This is an optimization exercise on Yosys and OpenROAD, whose aim is small area, a short achievable clock period and few clock cycles per item, not a production implementation. Where RTL was checked, it was by simulation tests only, not by an equivalence proof against the original. No activity file was given, so power comes from the tool's default toggle rates.

// vvdiv
module vvdiv #(
    parameter int VECTOR_SIZE = 16,
    parameter int INT_SIZE    = 16
) (
    input  logic                                  clock,
    input  logic                                  resetn,
    input  logic                                  in_valid,
    output logic                                  in_ready,
    input  logic [VECTOR_SIZE-1:0][INT_SIZE-1:0]  a,
    input  logic [VECTOR_SIZE-1:0][INT_SIZE-1:0]  x,
    output logic                                  out_valid,
    input  logic                                  out_ready,
    output logic [VECTOR_SIZE-1:0][INT_SIZE-1:0]  q,
    output logic [VECTOR_SIZE-1:0][INT_SIZE-1:0]  r,
    output logic [VECTOR_SIZE-1:0]                dz
);
    localparam int ITERS      = 1;
    localparam int LOAD_ITERS = 2;
    localparam int STEPS      = (INT_SIZE - LOAD_ITERS) / ITERS;
    localparam int CW         = $clog2(STEPS + 1);
    logic          busy;
    logic [CW-1:0] cnt;
    logic [VECTOR_SIZE-1:0][INT_SIZE-1:0] xr, rm, qa;
    logic [VECTOR_SIZE-1:0] zr;
    logic idle;
    assign in_ready = idle;
    always_ff @(posedge clock or negedge resetn) begin
        if (!resetn) begin
            idle      <= 1'b1;
            busy      <= 1'b0;
            cnt       <= '0;
            out_valid <= 1'b0;
        end else if (busy) begin
            cnt <= cnt - 1'b1;
            if (cnt == CW'(1)) begin
                busy      <= 1'b0;
                out_valid <= 1'b1;
            end
        end else if (out_valid) begin
            if (out_ready) begin
                out_valid <= 1'b0;
                idle      <= 1'b1;
            end
  ...
clock: 8.0 ns
lec_check: 0
abc_area: 1
cap_margin: 20
core_margin: 2
core_utilization: 60
setup_slack_margin: 5.0
slew_margin: 20
standard.sh (not shown) runs the stock make flow with config.mk's settings and CLKGATE_MAP_FILE= SYNTH_SCRIPT=/design/flow/synth_recipe.tcl, a recipe that flattens the netlist after the stock synthesis.
==> flow/flow/run.sh <==
#!/bin/bash
# The standard layout, with plain buffers on the ports instead of the delay
# buffers buffer_ports picks by default. Every port still gets its own buffer.
set -euo pipefail
export ADDER_MAP_FILE=
export BUFFER_PORTS_ARGS="-buffer_cell sky130_fd_sc_hd__buf_1"
bash standard.sh > standard.log 2>&1
The starting point never finished: it broke off in I/O pin placement.
Testbench counts at the start, summed over its fixed seeds: cycles 4,096, items 256.
Next try:
Settings changed: ABC_AREA 1 to default, CORE_UTILIZATION 60 to 40, SETUP_SLACK_MARGIN 5.0 to 4.5.
After rerunning: The changed run ran to the end with no violations; area after synthesis fell by 7.9%; synthesized cell count decreases by 38%.
Next try:
Settings changed: ABC_AREA from default to 1, SETUP_SLACK_MARGIN 4.5 to 5.0.
Fmax came out higher by 16%.
Total power came out higher by 12%.
Final area came out higher by 5.6%.
Next try:
Settings changed: CORE_UTILIZATION 40 to 60, CTS_CLUSTER_DIAMETER from default to 100, CTS_CLUSTER_SIZE from default to 30.
Outcome: The changed run never finished: it broke off in I/O pin placement, error PPL-0024; area after synthesis is unchanged; synthesized cell count does not change.

---

Another version of the RTL of vvdiv (not shown whole).
For scale: roughly 3900 cells after synthesis, about 1000 I/O pins, about 0.045 mm² of cells after synthesis.
==> flow/config.mk <==
export PLATFORM = sky130hd
export DESIGN_NAME = vvdiv
export DESIGN_NICKNAME = vvdiv
export VERILOG_FILES = /design/flow/design.v
export SDC_FILE = /design/flow/constraint.sdc
export NUM_CORES = 4
export LEC_CHECK = 0
export CAP_MARGIN = 20
export CORE_MARGIN = 2
export CORE_UTILIZATION = 40
export SLEW_MARGIN = 20
==> flow/constraint.sdc <==
create_clock -name core_clock -period 8.0 [get_ports {clock}]
set_input_delay 1.6000 -clock core_clock [delete_from_list [all_inputs] [get_ports {clock}]]
set_output_delay 1.6000 -clock core_clock [all_outputs]
set_load 0.01 [all_outputs]
==> flow/flow/run.sh <==
#!/bin/bash
# The standard layout, with plain buffers on the ports instead of the delay
# buffers buffer_ports picks by default. Every port still gets its own buffer.
set -euo pipefail
export BUFFER_PORTS_ARGS="-buffer_cell sky130_fd_sc_hd__buf_1"
bash standard.sh > standard.log 2>&1
The baseline ran to the end with no violations.
Then changed:
==> flow/run.sh (new file) <==
#!/bin/bash
# synth_recipe.tcl (not shown) runs the flow's synth.tcl, then flattens the netlist and writes it again
# the make line also repeats each setting of config.mk as NAME=value (left out here)
make -C /OpenROAD-flow-scripts/flow DESIGN_CONFIG=/design/flow/config.mk WORK_HOME=/design/flow/orfs CLKGATE_MAP_FILE= SYNTH_SCRIPT=/design/flow/synth_recipe.tcl finish
--- a/flow/config.mk
+++ b/flow/config.mk
@@ -9,3 +9,4 @@
 export CORE_MARGIN = 2
 export CORE_UTILIZATION = 40
+export SETUP_SLACK_MARGIN = 4.5
 export SLEW_MARGIN = 20
removed: flow/flow/run.sh
removed: flow/standard.sh
Effect: Synthesized area stays the same. Routed wire length is higher by 8.1%. Clock skew goes up by 0.0039 ns. Combinational power rose by 16%. Synthesized cell count is unchanged. Sequential power hardly moves. Total power came out higher by 8.5%. Setup slack gains 0.55 ns. Final cell count came out higher by 1.1%. Clock-buffer cell count went up by 4.
Then changed:
--- a/flow/config.mk
+++ b/flow/config.mk
@@ -9,4 +9,3 @@
 export CORE_MARGIN = 2
 export CORE_UTILIZATION = 40
-export SETUP_SLACK_MARGIN = 4.5
 export SLEW_MARGIN = 20
Outcome: The new run completed without violations; routed wire length came out lower by 1.4%; cell count drops by 1.0%; via count decreases by 0.80%; global-route usage came out lower by 0.28 points; count of clock-buffer cells in the layout came out higher by 7; power came out lower by 1.6%; area after synthesis is unchanged.
No run of this note included a check of the RTL's function; only the layout flow was run.

static timing again, ports no longer ideal:
The flow's constraints put no driver on any port. The routed layouts listed below were extracted and timed again, unchanged, in two steps. Step 1: set_driving_cell puts a clkbuf_16 on clock and a buf_2 on each other input, an assumption about the parent block. Step 2 adds t to the input delays and takes it off the output delays; t is the mean of the earliest and latest rising clock arrival at the registers after step 1. Input paths then give back, and output paths get back, about the clock's delay inside the block. Slacks: no drivers / after step 1 / after step 2; pairs: no drivers / after step 1.
| run | shift t [ns] | slack for setup (ns) | worst register clock-pin slew, ns | worst slew at a driven data input, ns | cell pins on the clock port's net |
|---|---|---|---|---|---|
| the second run of note 1 | 0.743 | 4.487 / 4.487 / 4.122 | 0.07 / 0.07 | 0.24 | 1 |
| the third run of note 1 | 0.728 | 4.975 / 4.900 / 4.476 | 0.07 / 0.07 | 0.18 | 1 |
| the first run of note 2 | 0.746 | 3.912 / 3.833 / 4.321 | 0.06 / 0.06 | 0.23 | 1 |
| the second run of note 2 | 0.752 | 4.461 / 4.387 / 3.929 | 0.07 / 0.07 | 0.30 | 1 |
| the third run of note 2 | 0.750 | 3.360 / 3.284 / 3.768 | 0.06 / 0.06 | 0.21 | 1 |
After both steps every run listed still meets setup and hold. For the second run of note 2, which loses most, drivers alone change the setup slack by -0.074 ns; drivers and shift together by -0.532 ns.
